From an optimization exercise on the open Yosys and OpenROAD flow, aimed at small area; shortcuts taken in it are not production practice.
In this exercise RTL edits were held to simulation tests only and were not proved equivalent to the original.
Power figures rest on the tool's default switching activity, not on a simulated workload.

**config.mk**
```make
export PLATFORM = sky130hd
export DESIGN_NAME = hd_bundle_accumulator
export DESIGN_NICKNAME = hd_bundle_accumulator
export VERILOG_FILES = /design/flow/design.v
export SDC_FILE = /design/flow/constraint.sdc
export NUM_CORES = 4
export LEC_CHECK = 0
export CAP_MARGIN = 20
export CORE_MARGIN = 2
export CORE_UTILIZATION = 45
export SLEW_MARGIN = 20
```
**constraint.sdc**
```tcl
create_clock -name core_clock -period 8.0 [get_ports {clk_i}]
set_input_delay 1.6000 -clock core_clock [delete_from_list [all_inputs] [get_ports {clk_i}]]
set_output_delay 1.6000 -clock core_clock [all_outputs]
set_load 0.01 [all_outputs]
```
**design.v**
```verilog
package pkg_hd_bundle;
  localparam int unsigned CounterWidth = 8;
  typedef enum logic [1:0] {StIdle, StAccum, StOutput} state_e;
  typedef logic [CounterWidth-1:0] counter_t;
  function automatic logic [31:0] max_samples(input logic [31:0] cw);
    max_samples = (32'd1 << cw) - 32'd1;
  endfunction
  function automatic logic majority(input logic [31:0] ones, input logic [31:0] n,
                                    input logic tiebit);
    logic [32:0] twice;
    twice = {ones, 1'b0};
    if (twice > {1'b0, n}) majority = 1'b1;
    else if (twice == {1'b0, n}) majority = tiebit;
    else majority = 1'b0;
  endfunction
endpackage
module hd_bit_counter
#(
  parameter int unsigned COUNTER_WIDTH = 8
) (
  input  logic                     clk_i,
  input  logic                     rst_i,
  input  logic                     clear_i,
  input  logic                     inc_i,
  input  logic                     restart_i,
  input  logic                     bit_i,
  input  logic [COUNTER_WIDTH-1:0] n_next_i,
  input  logic                     tie_i,
  output logic                     maj_o
);
  localparam logic [COUNTER_WIDTH-1:0] OnesMax = '1;
  logic [COUNTER_WIDTH-1:0] ones_q, ones_d, ones_upd;
  always_comb begin
    if (restart_i) begin
      ones_upd = COUNTER_WIDTH'(bit_i);
    end else if (ones_q == OnesMax) begin
      ones_upd = ones_q;
    end else begin
      ones_upd = ones_q + COUNTER_WIDTH'(bit_i);
    end
    ones_d = ones_q;
    if (clear_i) begin
      ones_d = '0;
    end else if (inc_i) begin
      ones_d = ones_upd;
    end
    maj_o = pkg_hd_bundle::majority(32'(ones_upd), 32'(n_next_i), tie_i);
  end
  always_ff @(posedge clk_i or posedge rst_i) begin
    if (rst_i) begin
      ones_q <= '0;
    end else begin
      ones_q <= ones_d;
    end
  end
endmodule
module hd_bundle_accumulator
#(
  parameter int unsigned VECTOR_WIDTH  = 256,
  parameter int unsigned COUNTER_WIDTH = 8
) (
  input  logic                     clk_i,
  input  logic                     rst_i,
  input  logic                     clear_i,
  input  logic                     valid_i,
  output logic                     ready_o,
  input  logic [VECTOR_WIDTH-1:0]  hv_i,
  input  logic                     last_i,
  output logic                     valid_o,
  input  logic                     ready_i,
  output logic [VECTOR_WIDTH-1:0]  hv_o,
  output logic [COUNTER_WIDTH-1:0] count_o
);
  localparam logic [COUNTER_WIDTH-1:0] MaxSamples = COUNTER_WIDTH'(pkg_hd_bundle::max_samples(COUNTER_WIDTH));
  localparam logic [COUNTER_WIDTH-1:0] One        = COUNTER_WIDTH'(1);
  pkg_hd_bundle::state_e                   state_q, state_d;
  logic [COUNTER_WIDTH-1:0] n_q, n_d, n_upd;
  logic [COUNTER_WIDTH-1:0] count_q, count_d;
  logic [VECTOR_WIDTH-1:0]  hv_q, hv_d;
  logic [VECTOR_WIDTH-1:0]  maj, tie;
  logic                     accept, restart, close;
  assign ready_o = !clear_i && (state_q != pkg_hd_bundle::StOutput);
  assign valid_o = (state_q == pkg_hd_bundle::StOutput);
  assign hv_o    = hv_q;
  assign count_o = count_q;
  assign accept  = valid_i && ready_o;
  assign restart = (state_q == pkg_hd_bundle::StIdle);
  assign n_upd   = restart ? One : n_q + One;
  assign close   = accept && (last_i || (n_upd == MaxSamples));
  for (genvar g = 0; g < VECTOR_WIDTH; g++) begin : g_bit
    hd_bit_counter #(
      .COUNTER_WIDTH(COUNTER_WIDTH)
    ) u_bit_counter (
      .clk_i    (clk_i),
      .rst_i    (rst_i),
      .clear_i  (clear_i),
      .inc_i    (accept),
      .restart_i(restart),
      .bit_i    (hv_i[g]),
      .n_next_i (n_upd),
      .tie_i    (tie[g]),
      .maj_o    (maj[g])
    );
  end
  assign tie = '0;
  always_comb begin
    state_d = state_q;
    n_d     = n_q;
    hv_d    = hv_q;
    count_d = count_q;
    if (clear_i) begin
      state_d = pkg_hd_bundle::StIdle;
      n_d     = '0;
    end else begin
      unique case (state_q)
        pkg_hd_bundle::StIdle, pkg_hd_bundle::StAccum: begin
          if (accept) begin
            n_d     = n_upd;
            state_d = pkg_hd_bundle::StAccum;
            if (close) begin
              state_d = pkg_hd_bundle::StOutput;
              hv_d    = maj;
              count_d = n_upd;
            end
          end
        end
        pkg_hd_bundle::StOutput: begin
          if (ready_i) state_d = pkg_hd_bundle::StIdle;
        end
        default: state_d = pkg_hd_bundle::StIdle;
      endcase
    end
  end
  always_ff @(posedge clk_i or posedge rst_i) begin
    if (rst_i) begin
      state_q <= pkg_hd_bundle::StIdle;
      n_q     <= '0;
      hv_q    <= '0;
      count_q <= '0;
    end else begin
      state_q <= state_d;
      n_q     <= n_d;
      hv_q    <= hv_d;
      count_q <= count_d;
    end
  end
endmodule
```
**run.sh**
```bash
#!/bin/bash
# synth_recipe.tcl (not shown) runs the flow's synth.tcl, then flattens the netlist and writes it again
# the make line also repeats each setting of config.mk as NAME=value (left out here)
make -C /OpenROAD-flow-scripts/flow DESIGN_CONFIG=/design/flow/config.mk WORK_HOME=/design/flow/orfs CLKGATE_MAP_FILE= SYNTH_SCRIPT=/design/flow/synth_recipe.tcl finish
```
==> impl_metrics.env, run 1 <==
export IMPL_outcome="no timing/DRC/antenna violations"
export IMPL_seq_area_frac_synth_pct=31.7
export IMPL_combPwrFrac_pct=17.0
export IMPL_io_buffers=527
export IMPL_total_power_mw=32.3
export IMPL_synthTopCellsByArea="dfrtp_1, ha_1, a21oi_1"
export IMPL_holdCritStartpoint="hv_q[47]$_DFFE_PP0P_"
export IMPL_skew_ns=0.0352
export IMPL_timing_final_ws_setup_ns=3.24
export IMPL_pwr_share_seq_pct=40.1
export IMPL_wl_per_cell_um=20.7
export IMPL_avgSynthCellArea_sq_um=8.71
export IMPL_cts_tree="built"
export IMPL_drt_iter0_drc=11500
export IMPL_drtAntennaViolNets=0
export IMPL_synthFlopType="dfrtp_1"
export IMPL_clock_sinks=2322
export IMPL_reg2reg_slack_ns=3.24
export IMPL_clock_path_buffers=4
export IMPL_rows=234
export IMPL_grt_pass1_wl_mm=875
export IMPL_postSynthCellCount=21000
export IMPL_max_freq_ghz=0.210
export IMPL_synth_top_area_cell="dfrtp_1"
export IMPL_hold_path_end="hv_q[47]$_DFFE_PP0P_"
export IMPL_synthArstFlopShare_pct=100
export IMPL_drt_total_wl_mm=548
export IMPL_clockPowerShare_pct=42.9
export IMPL_cts_setup_buffers=0
export IMPL_setup_tns_ns=0
export IMPL_min_path_type="reg2reg"
export IMPL_crit_path_end_kind="register"
export IMPL_r2r_start="state_q[1]$_DFFE_PP0P_"
export IMPL_switchingPower_mw=9.50
export IMPL_p_per_area_nw_per_um2=159
export IMPL_nNetsFinal=23400
export IMPL_core_area_sq_um=406000
export IMPL_finalCriticalPeriod_ns=4.76
export IMPL_slew_viol_final=0
export IMPL_p_sw_share_pct=29.4
export IMPL_synth_top_cell_area_share_pct=31.7
export IMPL_dp_slack_ns=2.88
export IMPL_die_w_um=642
export IMPL_hold_viol_final=0
export IMPL_drc=0
export IMPL_drive_gt1_share_pct=7.99
export IMPL_power_leakage_nw=88.9
export IMPL_min_path_cells=1
export IMPL_worstPathArrival_ns=5.57
export IMPL_synth_distinct_cells=62
export IMPL_die_area_sq_um=412000
export IMPL_synth_edf_count=0
export IMPL_worstMarginPinSlew_ns=1.11
export IMPL_fillCellCount=38200
export IMPL_ios=528
export IMPL_peakVddDrop_mv=0.226
export IMPL_initial_core_util_pct=45.2
export IMPL_fin_crit_sh_pct=59.5
export IMPL_clk_insertion_delay_late_ns=0.95
export IMPL_finalNonFillerCells=26500
export IMPL_ctsHoldBuffers=0
export IMPL_syn_nets=23600
export IMPL_reg2regPathDepth=11
export IMPL_antenna_found_initial=67
export IMPL_clk_pin_slew_ns=0.06
export IMPL_vias=160000
export IMPL_first_global_vias=155000
export IMPL_yosys_warnings=2
export IMPL_grt_start_max_net_pins=248
export IMPL_grt_total_usage_pct=25.8
export IMPL_worst_ep_required_time_ns=8.81
export IMPL_reg2reg_to="hv_q[14]$_DFFE_PP0P_"
export IMPL_ys_seq_elements=2322
export IMPL_dp_hpwl_mm=331
export IMPL_rsz0062_at_grt="no"
export IMPL_relSlewSlack_pct=25.9
export IMPL_p_int_mw=22.8
export IMPL_layout_area_overhead_vs_synth_pct=10.7
export IMPL_overflow=0
export IMPL_path_class="reg2reg"
export IMPL_start_kind="register"
export IMPL_h_tree_depth=5
export IMPL_setup_viol=0
export IMPL_viasPerCell=6.03
export IMPL_syn_area_sq_um=183000
export IMPL_place_congestion=0.825
export IMPL_critPathMaxFanout=31
export IMPL_dr_pass1_iters=6
export IMPL_cts_resized=0
export IMPL_startpoint="state_q[1]$_DFFE_PP0P_"
export IMPL_cts_root_buf="clkbuf_16"
export IMPL_numCtsBuffers=302
export IMPL_cap_violations=0
export IMPL_dp_cells=26000
export IMPL_die_y_um=642
## worst max path at each step
stage                                                          to  slack (ns)
floorplan                                  count_q[0]$_DFFE_PP0P_      -25.87
global placement    g_bit[62].u_bit_counter.ones_q[4]$_DFFE_PP0P_        2.95
detailed placement  g_bit[58].u_bit_counter.ones_q[7]$_DFFE_PP0P_        2.88
CTS                                          hv_q[14]$_DFFE_PP0P_        3.21
global route                                 hv_q[14]$_DFFE_PP0P_        3.04
finish                                       hv_q[14]$_DFFE_PP0P_        3.24
## flip-flops by register name (all words and copies together), names as in the netlist
signal,count
count_q,8
g_bit.u_bit_counter.ones_q,2048
hv_q,256
n_q,8
state_q,2
## worst max-delay path: stages (launching register included)
cell and delay [ns]:
dfrtp_1 0.74, or2_4 0.75, buf_4 0.62, buf_4 0.53, buf_4 0.59, nor2_1 0.08, a21oi_1 0.19, ha_1 0.15
nand4_1 0.10, o32ai_1 0.31, o22ai_1 0.13, mux2_1 0.33
## per-layer routing
metal | vias up | routed length [um] | track usage (%)
met5 | - | 198 | 0
met2 | 3296 | 254000 | 43.0
li1 | 77600 | - | -
met3 | 789 | 24400 | 3.24
met4 | 30 | 14300 | 6.72
met1 | 78200 | 256000 | 35.2
## layout make-up
type                            count  area, sq um  area share, %
Timing Repair Buffer              711         7550           3.72
Clock inverter                     88         1050          0.518
Inverter                          547         2100           1.04
Antenna cell                       27         67.6         0.0333
Clock buffer                      435         8760           4.32
Multi-Input combinational cell  17000       118000           58.4
Tap cell                         5428         6790           3.35
Sequential cell                  2322        58100           28.7
## per-stage QoR
step / cell area, sq um / hold slack (ns) / util [%]
floorplan: 183000 / 0.491 / -
global placement: 193000 / 0.467 / 47.5
detailed placement: 193000 / 0.474 / 47.5
CTS: 203000 / 0.487 / 50.0
global route: 203000 / 0.500 / 50.0
finish: 203000 / 0.482 / 50.0
## layout by cell type (no fill, tap or decap), drive strengths merged, types with 329 or more instances in the layout
cell / instances
dfrtp: 2322
ha: 2305
a21oi: 2144
nor2: 1434
nand2: 1415
nand3: 1370
o21ai: 940
a21o: 659
a31o: 646
xnor2: 621
nand4: 598
xor2: 572
inv: 555
clkdlybuf4s50: 526
a211oi: 522
and3: 438
clkbuf: 435
o31ai: 402
mux2: 378
and2: 368
nor3: 331
nor2b: 329
## power by group through the flow
stage | clock (mW) | combinational, mW | sequential [mW]
6_report | 13.8 | 5.50 | 12.9
4_1_cts | 14.2 | 5.56 | 12.9
3_5_place_dp | 0 | 5.54 | 13.1
3_3_place_gp | 0 | 5.47 | 13.1
5_1_grt | 14.7 | 6.06 | 13.0
2_1_floorplan | 0 | 3.01 | 13.1
## cells by family after synthesis
family | synth area share [%]
xor+xnor | 5.70
fa+ha+maj | 15.7
buf+inv | 3.76
simple gates | 18.0
compound gates | 22.0
mux | 3.11
flops | 31.7
## cells in the mapped netlist (all sizes together) (39+ instances only)
cell and number:
and4 79, o22ai 96, and2 368, inv 547
and3 438, mux2 378, o41ai 46, nand4 598
nand3 1370, a211o 58, ha 2305, mux2i 144
o31ai 402, a31oi 113, a211oi 522, o32ai 133
o21a 142, or2 138, xor2 572, o211ai 122
nor4 39, a31o 646, buf 386, a21o 659
xnor2 621, dfrtp 2322, a22o 122, nor2b 329
nor3 331, nand2 1415, a21oi 2144, nor2 1434
o21ai 940, clkbuf 806, or3 102
==> run 2, diff against run 1 <==
==> design.v (replaced) <==
package pkg_hd_bundle;
  localparam int unsigned CounterWidth = 8;
endpackage
module hd_bit_counter
#(
  parameter int unsigned COUNTER_WIDTH = 8
) (
  input  logic                     clk_i,
  input  logic                     inc_i,       
  input  logic                     restart_i,   
  input  logic                     bit_i,
  input  logic [COUNTER_WIDTH-2:0] half_i,      
  output logic                     maj_o
);
  logic [COUNTER_WIDTH-1:0] ones_q, ones_d, kept;
  logic [COUNTER_WIDTH:0]   carry;
  logic [COUNTER_WIDTH-1:0] gt;
  assign carry[0] = inc_i & bit_i;
  for (genvar i = 0; i < COUNTER_WIDTH; i++) begin : g_inc
    assign kept[i]     = ones_q[i] & !restart_i;
    assign carry[i+1]  = carry[i] & kept[i];
    if (i == 0) begin : g_lsb
      assign ones_d[i] = kept[i] ^ carry[i];
    end else begin : g_msb
      assign ones_d[i] = carry[i] ? !ones_q[i] : kept[i];
    end
  end
  always_ff @(posedge clk_i) begin
    ones_q <= ones_d;
  end
  assign gt[0] = ones_q[0] & !half_i[0];
  for (genvar i = 1; i < COUNTER_WIDTH - 1; i++) begin : g_cmp
    assign gt[i] = half_i[i] ? (ones_q[i] & gt[i-1]) : (ones_q[i] | gt[i-1]);
  end
  assign maj_o = ones_q[COUNTER_WIDTH-1] | gt[COUNTER_WIDTH-2];
endmodule
module hd_bundle_accumulator
#(
  parameter int unsigned VECTOR_WIDTH  = 256,
  parameter int unsigned COUNTER_WIDTH = 8
) (
  input  logic                     clk_i,
  input  logic                     rst_i,
  input  logic                     clear_i,
  input  logic                     valid_i,
  output logic                     ready_o,
  input  logic [VECTOR_WIDTH-1:0]  hv_i,
  input  logic                     last_i,
  output logic                     valid_o,
  input  logic                     ready_i,
  output logic [VECTOR_WIDTH-1:0]  hv_o,
  output logic [COUNTER_WIDTH-1:0] count_o
);
  logic                     out_q, run_q;
  logic [COUNTER_WIDTH-1:0] n_q, n_upd;
  logic                     accept, restart, close, odd;
  assign ready_o = !clear_i && !out_q;
  assign valid_o = out_q;
  assign count_o = n_q;
  assign accept  = valid_i && ready_o;
  assign restart = !run_q && !out_q;
  assign odd     = run_q && n_q[0];
  assign n_upd   = run_q ? n_q + 1'b1 : COUNTER_WIDTH'(1);
  assign close   = last_i || (&n_upd);
  for (genvar g = 0; g < VECTOR_WIDTH; g++) begin : g_bit
    hd_bit_counter #(
      .COUNTER_WIDTH(COUNTER_WIDTH)
    ) u_bit_counter (
      .clk_i    (clk_i),
      .inc_i    (accept),
      .restart_i(restart),
      .half_i   (n_q[COUNTER_WIDTH-1:1]),
      .bit_i    (hv_i[g]),
      .maj_o    (hv_o[g])
    );
  end
  always_ff @(posedge clk_i) begin
    if (accept) n_q <= n_upd;
  end
  always_ff @(posedge clk_i or posedge rst_i) begin
    if (rst_i) begin
      out_q <= 1'b0;
      run_q <= 1'b0;
    end else if (clear_i) begin
      out_q <= 1'b0;
      run_q <= 1'b0;
    end else if (out_q) begin
      if (ready_i) out_q <= 1'b0;
    end else if (accept) begin
      out_q <= close;
      run_q <= !close;
    end
  end
endmodule
--- a/config.mk
+++ b/config.mk
@@ -5,7 +5,8 @@
 export SDC_FILE = /design/flow/constraint.sdc
 export NUM_CORES = 4
 export LEC_CHECK = 0
+export ABC_AREA = 1
 export CAP_MARGIN = 20
 export CORE_MARGIN = 2
-export CORE_UTILIZATION = 45
+export CORE_UTILIZATION = 60
 export SLEW_MARGIN = 20
==> impl_metrics.env, run 2 <==
export IMPL_outcome="no timing/DRC/antenna violations"
export IMPL_ctsHoldBuffers=0
export IMPL_critPathMaxFanout=167
export IMPL_crit_path_top_delay_cell="buf_4"
export IMPL_nNetsFinal=17000
export IMPL_setup_tns_ns=0
export IMPL_layout_area_overhead_vs_synth_pct=10.6
export IMPL_viasPerCell=5.01
export IMPL_synth_top_cell_area_share_pct=38.2
export IMPL_drt_total_wl_mm=267
export IMPL_crit_path_end_kind="output port"
export IMPL_syn_nets=17100
export IMPL_wl_per_cell_um=14.1
export IMPL_seq_area_frac_synth_pct=38.4
export IMPL_avgSynthCellArea_sq_um=6.50
export IMPL_cts_root_buf="clkbuf_16"
export IMPL_final_cell_mix="nand2_1, inv_1, nor2_1, dfxtp_1, a21oi_1"
export IMPL_initial_core_util_pct=60.3
export IMPL_synth_xor_area_share_pct=1.40
export IMPL_power_leakage_nw=55.4
export IMPL_timing_final_ws_setup_ns=2.02
export IMPL_final_area_sq_um=119000
export IMPL_path_cells="buf_12 -> buf_4 -> o22ai_1 -> inv_1 -> nand2_1 -> nand2_1 -> nand3_1 -> nand2_1 -> nand2_1 -> clkdlybuf4s50_1"
export IMPL_finalNonFillerCells=19000
export IMPL_skew_ns=0.0219
export IMPL_relSlewSlack_pct=25.7
export IMPL_die_w_um=427
export IMPL_rsz0062_at_grt="no"
export IMPL_largest_reg_flops=2048
export IMPL_synth_top_family_by_area="simple AND/OR/NAND/NOR gates"
export IMPL_clock_sinks=2058
export IMPL_syn_area_sq_um=107000
export IMPL_synth_distinct_cells=33
export IMPL_setup_viol=0
export IMPL_drtAntennaViolNets=0
export IMPL_peakVddDrop_mv=0.179
export IMPL_synth_top_area_cell="dfxtp_1"
export IMPL_clk_pin_slew_ns=0.06
export IMPL_grt_start_max_net_pins=177
export IMPL_placed_area_sq_um=112000
export IMPL_synth_most_common_cell="nand2_1"
export IMPL_antenna_found_initial=7
export IMPL_finish_utilization_pct=66.6
export IMPL_fillCellCount=16400
export IMPL_ys_seq_elements=2058
export IMPL_hold_viol_final=0
export IMPL_synth_adder_area_share_pct=2.99
export IMPL_cpPeakStageDelay_ns=0.91
export IMPL_worstMarginPinSlew_ns=1.11
export IMPL_crit_path_frequent_cell="nand2_1"
export IMPL_worst_ep_required_time_ns=6.40
export IMPL_slew_viol_final=0
export IMPL_grt_total_usage_pct=28.7
export IMPL_synthMuxAreaShare_pct=0
export IMPL_path_class="reg2out"
export IMPL_yosys_top_cells_count="nand2_1, inv_1, nor2_1, dfxtp_1, a21oi_1"
export IMPL_synthTopCellsByArea="dfxtp_1, nand2_1, inv_1"
export IMPL_max_freq_ghz=0.167
export IMPL_worstPathArrival_ns=4.38
export IMPL_synthFlopType="dfxtp_1"
export IMPL_fin_crit_sh_pct=74.8
export IMPL_yosys_warnings=2
export IMPL_grt_pass1_wl_mm=429
export IMPL_place_congestion=0.810
export IMPL_die_y_um=427
export IMPL_cts_setup_buffers=0
export IMPL_postSynthCellCount=16500
export IMPL_clk_insertion_delay_late_ns=0.86
export IMPL_synth_simple_area_share_pct=25.3
export IMPL_final_common_cell="nand2_1"
export IMPL_cts_resized=0
export IMPL_first_global_vias=85500
export IMPL_clock_path_buffers=3
export IMPL_finalCriticalPeriod_ns=5.98
export IMPL_io_buffers=527
export IMPL_dp_cells=18600
export IMPL_drive_gt1_share_pct=3.34
export IMPL_synth_edf_count=8
export IMPL_synthArstFlopShare_pct=0.0972
export IMPL_ios=528
export IMPL_cap_violations=0
export IMPL_drc=0
export IMPL_die_area_sq_um=182000
export IMPL_start_kind="register"
export IMPL_h_tree_depth=4
export IMPL_top_regs="g_bit.u_bit_counter.ones_q (2048), n_q (8)"
export IMPL_p_per_area_nw_per_um2=187
export IMPL_cts_tree="built"
export IMPL_numCtsBuffers=216
export IMPL_min_path_type="reg2reg"
export IMPL_dp_hpwl_mm=160
export IMPL_drt_iter0_drc=5865
export IMPL_vias=95100
export IMPL_dp_slack_ns=2.89
export IMPL_synth_compound_area_share_pct=16.5
export IMPL_core_area_sq_um=178000
export IMPL_rows=155
export IMPL_regMostFlops="g_bit.u_bit_counter.ones_q"
export IMPL_overflow=0
export IMPL_dr_pass1_iters=5
run 2: area by class of cell:
type / count / area, sq um / share of cell area, %
well taps: 2355 / 2950 / 2.48
clock buffers: 338 / 6510 / 5.48
inverters: 3073 / 11600 / 9.77
diodes: 5 / 12.5 / 0.0105
multi-input cells: 10500 / 49600 / 41.8
clock inverters: 61 / 701 / 0.590
repair buffers: 599 / 6080 / 5.12
flip-flops and latches: 2058 / 41300 / 34.8
run 2: worst paths after layout:
path	startpoint	end	slack, ns	cells after the start
max in group asynchronous	rst_i	out_q$_DFF_PP0_	6.97	2
min in group asynchronous	rst_i	run_q$_DFFE_PP0P_	0.92	2
worst min register to register	g_bit[204].u_bit_counter.ones_q[7]$_DFF_P_	g_bit[204].u_bit_counter.ones_q[7]$_DFF_P_	0.46	1
worst max register to register	run_q$_DFFE_PP0P_	g_bit[174].u_bit_counter.ones_q[6]$_DFF_P_	4.35	14
worst min-delay path	g_bit[204].u_bit_counter.ones_q[7]$_DFF_P_	g_bit[204].u_bit_counter.ones_q[7]$_DFF_P_	0.46	1
worst max-delay path	n_q[4]$_DFFE_PN_	hv_o[18]	2.02	10
run 2: metrics by stage:
step	power [mW]	hold slack, ns
floorplan	11.7	0.434
global placement	12.3	0.445
detailed placement	12.3	0.449
CTS	22.4	0.460
global route	23.0	0.472
finish	22.2	0.456
run 2: worst max-delay path: cells and delay by family, from the launching register on:
kind                   cells  cell delay (ns)
AOI/OAI and AO/OA          1             0.20
buffers and inverters      4             2.33
DFF                        1             0.50
and+or+nand+nor            5             0.43
run 2: cell families after synthesis:
logic type               after synthesis
AND/OR/NAND/NOR                     6879
buffers and inverters               3979
AO/OA/AOI/OAI                       3187
flip-flops                          2058
adder cells (fa/ha/maj)              257
XOR/XNOR                             172
run 2: report_power, final:
part	switching, mW	internal, mW	leakage [nW]
clock network	4.18	6.00	3.58
registers	0.0645	10.4	16.6
logic	1.14	0.469	35.2
run 2: per-layer routing:
metal	up-vias	global-route usage, %	routed length [um]
li1	51100	-	-
met1	41900	36.4	122000
met2	1713	49.1	123000
met3	440	3.12	11400
met4	0	12.8	11700
met5	-	0	0
==> run 3, diff against run 2 <==
--- a/design.v
+++ b/design.v
@@ -5,34 +5,26 @@
 #(
   parameter int unsigned COUNTER_WIDTH = 8
 ) (
-  input  logic                     clk_i,
-  input  logic                     inc_i,       
-  input  logic                     restart_i,   
-  input  logic                     bit_i,
-  input  logic [COUNTER_WIDTH-2:0] half_i,      
-  output logic                     maj_o
+  input  logic clk_i,
+  input  logic inc_i,       
+  input  logic restart_i,   
+  input  logic odd_i,       
+  input  logic par_i,       
+  input  logic bit_i,
+  output logic maj_o
 );
-  logic [COUNTER_WIDTH-1:0] ones_q, ones_d, kept;
+  logic [COUNTER_WIDTH-1:0] h_q, h_d, h_cur;
   logic [COUNTER_WIDTH:0]   carry;
-  logic [COUNTER_WIDTH-1:0] gt;
-  assign carry[0] = inc_i & bit_i;
-  for (genvar i = 0; i < COUNTER_WIDTH; i++) begin : g_inc
-    assign kept[i]     = ones_q[i] & !restart_i;
-    assign carry[i+1]  = carry[i] & kept[i];
-    if (i == 0) begin : g_lsb
-      assign ones_d[i] = kept[i] ^ carry[i];
-    end else begin : g_msb
-      assign ones_d[i] = carry[i] ? !ones_q[i] : kept[i];
-    end
+  assign carry[0] = bit_i ^ odd_i;
+  for (genvar i = 0; i < COUNTER_WIDTH; i++) begin : g_bit
+    assign h_cur[i]   = h_q[i] | restart_i;
+    assign carry[i+1] = carry[i] & h_cur[i];
+    assign h_d[i]     = h_cur[i] ^ (inc_i & !carry[i]);
   end
   always_ff @(posedge clk_i) begin
-    ones_q <= ones_d;
+    h_q <= h_d;
   end
-  assign gt[0] = ones_q[0] & !half_i[0];
-  for (genvar i = 1; i < COUNTER_WIDTH - 1; i++) begin : g_cmp
-    assign gt[i] = half_i[i] ? (ones_q[i] & gt[i-1]) : (ones_q[i] | gt[i-1]);
-  end
-  assign maj_o = ones_q[COUNTER_WIDTH-1] | gt[COUNTER_WIDTH-2];
+  assign maj_o = !(h_q[COUNTER_WIDTH-1] ^ par_i);
 endmodule
 module hd_bundle_accumulator
 #(
@@ -69,7 +61,8 @@
       .clk_i    (clk_i),
       .inc_i    (accept),
       .restart_i(restart),
-      .half_i   (n_q[COUNTER_WIDTH-1:1]),
+      .odd_i    (odd),
+      .par_i    (n_q[0]),
       .bit_i    (hv_i[g]),
       .maj_o    (hv_o[g])
     );
==> impl_metrics.env, run 3 <==
export IMPL_outcome="no timing/DRC/antenna violations"
export IMPL_final_cell_mix="nand2_1, nor2_1, dfxtp_1, xor2_1, inv_1"
export IMPL_clock_path_buffers=3
export IMPL_viasPerCell=4.92
export IMPL_ys_seq_elements=2058
export IMPL_start_kind="register"
export IMPL_drt_iter0_drc=4362
export IMPL_avgSynthCellArea_sq_um=7.40
export IMPL_cts_resized=0
export IMPL_die_area_sq_um=169000
export IMPL_syn_nets=13700
export IMPL_worstPathArrival_ns=3.64
export IMPL_antenna_found_initial=14
export IMPL_max_freq_ghz=0.191
export IMPL_drt_total_wl_mm=206
export IMPL_dp_hpwl_mm=133
export IMPL_worst_ep_required_time_ns=6.40
export IMPL_synthFlopType="dfxtp_1"
export IMPL_top_regs="g_bit.u_bit_counter.h_q (2048), n_q (8)"
export IMPL_regArea_sq_um=41300
export IMPL_reg2reg_slack_ns=3.96
export IMPL_cap_violations=0
export IMPL_worstMarginPinSlew_ns=1.10
export IMPL_cts_tree="built"
export IMPL_fin_crit_sh_pct=65.5
export IMPL_seq_area_frac_synth_pct=41.5
export IMPL_drtAntennaViolNets=0
export IMPL_cts_root_buf="clkbuf_16"
export IMPL_p_per_area_nw_per_um2=245
export IMPL_p_int_mw=19.4
export IMPL_clockPowerShare_pct=36.3
export IMPL_wl_per_cell_um=13.1
export IMPL_clk_pin_slew_ns=0.06
export IMPL_initial_core_util_pct=60.4
export IMPL_min_path_cells=3
export IMPL_ios=528
export IMPL_layout_area_overhead_vs_synth_pct=11.1
export IMPL_peakVddDrop_mv=0.260
export IMPL_ctsHoldBuffers=0
export IMPL_finalCriticalPeriod_ns=5.24
export IMPL_hold_path_end="g_bit[54].u_bit_counter.h_q[6]$_DFF_P_"
export IMPL_die_w_um=411
export IMPL_clock_sinks=2058
export IMPL_fillCellCount=14100
export IMPL_core_area_sq_um=165000
export IMPL_path_class="reg2out"
export IMPL_grt_pass1_wl_mm=342
export IMPL_multi_input_area_sq_um=48700
export IMPL_setup_tns_ns=0
export IMPL_clk_insertion_delay_late_ns=0.83
export IMPL_die_y_um=411
export IMPL_dr_pass1_iters=7
export IMPL_overflow=0
export IMPL_numCtsBuffers=213
export IMPL_setup_viol=0
export IMPL_rsz0062_at_grt="no"
export IMPL_synth_top_area_cell="dfxtp_1"
export IMPL_vias=77600
export IMPL_synth_most_common_cell="nand2_1"
export IMPL_first_global_vias=74100
export IMPL_r2r_start="n_q[0]$_DFFE_PP_"
export IMPL_slew_viol_final=0
export IMPL_skew_ns=0.0236
export IMPL_combPwrFrac_pct=19.3
export IMPL_drc=0
export IMPL_synth_top_cell_area_share_pct=41.2
export IMPL_pwr_share_seq_pct=44.5
export IMPL_critPathMaxFanout=87
export IMPL_final_common_cell="nand2_1"
export IMPL_synthArstFlopShare_pct=0.0972
export IMPL_p_sw_share_pct=28.5
export IMPL_reg2regPathDepth=9
export IMPL_switchingPower_mw=7.71
export IMPL_grt_total_usage_pct=23.9
export IMPL_relSlewSlack_pct=26.3
export IMPL_h_tree_depth=4
export IMPL_timing_final_ws_setup_ns=2.76
export IMPL_drive_gt1_share_pct=6.79
export IMPL_synth_edf_count=8
export IMPL_postSynthCellCount=13500
export IMPL_io_buffers=527
export IMPL_dp_slack_ns=3.39
export IMPL_yosys_top_cells_count="nand2_1, nor2_1, dfxtp_1, xor2_1, inv_1"
export IMPL_hold_viol_final=0
export IMPL_place_congestion=0.764
export IMPL_synth_distinct_cells=23
export IMPL_yosys_warnings=2
export IMPL_cts_setup_buffers=0
export IMPL_holdCritStartpoint="g_bit[54].u_bit_counter.h_q[6]$_DFF_P_"
export IMPL_synthTopCellsByArea="dfxtp_1, xor2_1, nand2_1"
export IMPL_min_path_type="reg2reg"
export IMPL_regMostFlops="g_bit.u_bit_counter.h_q"
export IMPL_timing_hold_ws_ns=0.510
export IMPL_grt_start_max_net_pins=210
export IMPL_power_leakage_nw=44.5
export IMPL_largest_reg_flops=2048
export IMPL_reg2reg_to="g_bit[37].u_bit_counter.h_q[5]$_DFF_P_"
export IMPL_nNetsFinal=13700
export IMPL_crit_path_end_kind="output port"
export IMPL_rows=149
export IMPL_syn_area_sq_um=99600
-- run 3: changes by cell type after synthesis, sizes merged, moves of 152 or more --
cell,change
inv,-1772
xor2,+1365
o21ai,-1058
nand2,-1036
o22ai,-792
a21oi,-765
xnor2,+511
nand3,+441
nor2,+347
ha,-256
nand4,+254
o21a,-239
or2,+152
-- run 3: cell families after synthesis --
kind of cell	after synthesis	share of synthesized area, %
compound gates	262	1.32
xor+xnor	2048	18.0
fa+ha+maj	1	0.0126
buf+inv	2126	9.61
flops	2058	41.5
simple gates	6956	29.6
-- run 3: worst max path at each step --
stage,cells past startpoint,from,to
2_1_floorplan,1,clear_i,ready_o
3_3_place_gp,7,valid_i,g_bit[243].u_bit_counter.h_q[3]$_DFF_P_
3_5_place_dp,7,valid_i,g_bit[242].u_bit_counter.h_q[0]$_DFF_P_
4_1_cts,4,n_q[0]$_DFFE_PP_,hv_o[96]
5_1_grt,4,n_q[0]$_DFFE_PP_,hv_o[96]
6_report,4,n_q[0]$_DFFE_PP_,hv_o[104]
-- run 3: cell type report --
| class | instances | share of cell area [%] |
|---|---|---|
| clock buffers | 332 | 5.86 |
| well taps | 2189 | 2.48 |
| inverters | 1300 | 4.42 |
| multi-input cells | 9267 | 44.1 |
| diodes | 5 | 0.0113 |
| clock inverters | 47 | 0.422 |
| flip-flops and latches | 2058 | 37.3 |
| repair buffers | 577 | 5.40 |
-- run 3: stage by stage --
stage	utilization (%)	cells	area [sq um]	total power, mW
2_1_floorplan	-	13500	99600	16.3
3_3_place_gp	62.9	15400	104000	17.3
3_5_place_dp	62.9	15400	104000	17.5
4_1_cts	67.1	15800	111000	27.4
5_1_grt	67.1	15800	111000	28.5
6_report	67.1	15800	111000	27.1
-- run 3: metal layers --
metal	global-route usage [%]	wire (um)
met1	30.4	95700
met2	41.3	96500
met3	3.82	8640
met4	7.36	5510
met5	0	72
-- run 3: power groups by stage --
| stage | registers (mW) | logic, mW | clock network [mW] |
|---|---|---|---|
| global placement | 12.2 | 5.04 | 0 |
| CTS | 12.1 | 5.26 | 10.1 |
| floorplan | 12.1 | 4.14 | 0 |
| detailed placement | 12.3 | 5.22 | 0 |
| global route | 12.2 | 5.90 | 10.5 |
| finish | 12.1 | 5.22 | 9.83 |
-- run 3: critical path, cell delays in order, from the launching register on --
cell,delay (ns)
edfxtp_1,0.48
buf_12,0.58
buf_4,0.74
xnor2_1,0.30
clkdlybuf4s50_1,0.63

port drivers added, routing unchanged:
How much do the figures lean on ideal ports? The routed layouts below were timed once more, with nothing changed but the port constraints.
Step 1 assumes that a clkbuf_16 drives the clock port and a buf_2 every other input.
Step 2 moves the port delays by t, midway between the first and last clock arrival at a register: inputs arrive t later, outputs are due t later. That takes back most of the time a late clock gives input paths.
a / b / c = ideal / step 1 / step 2; a / b = the first two.
| run | shift t [ns] | slack for setup (ns) | worst slew at a driven data input, ns |
|---|---|---|---|
| run 1 | 1.038 | 3.239 / 3.239 / 2.863 | 0.21 |
| run 2 | 0.934 | 2.018 / 1.928 / 2.862 | 0.22 |
| run 3 | 0.910 | 2.762 / 2.676 / 3.340 | 0.16 |
After both steps every run listed still meets setup and hold. The setup slack of run 1, which loses most, moves by 0.000 ns with the drivers and by -0.376 ns with both steps.
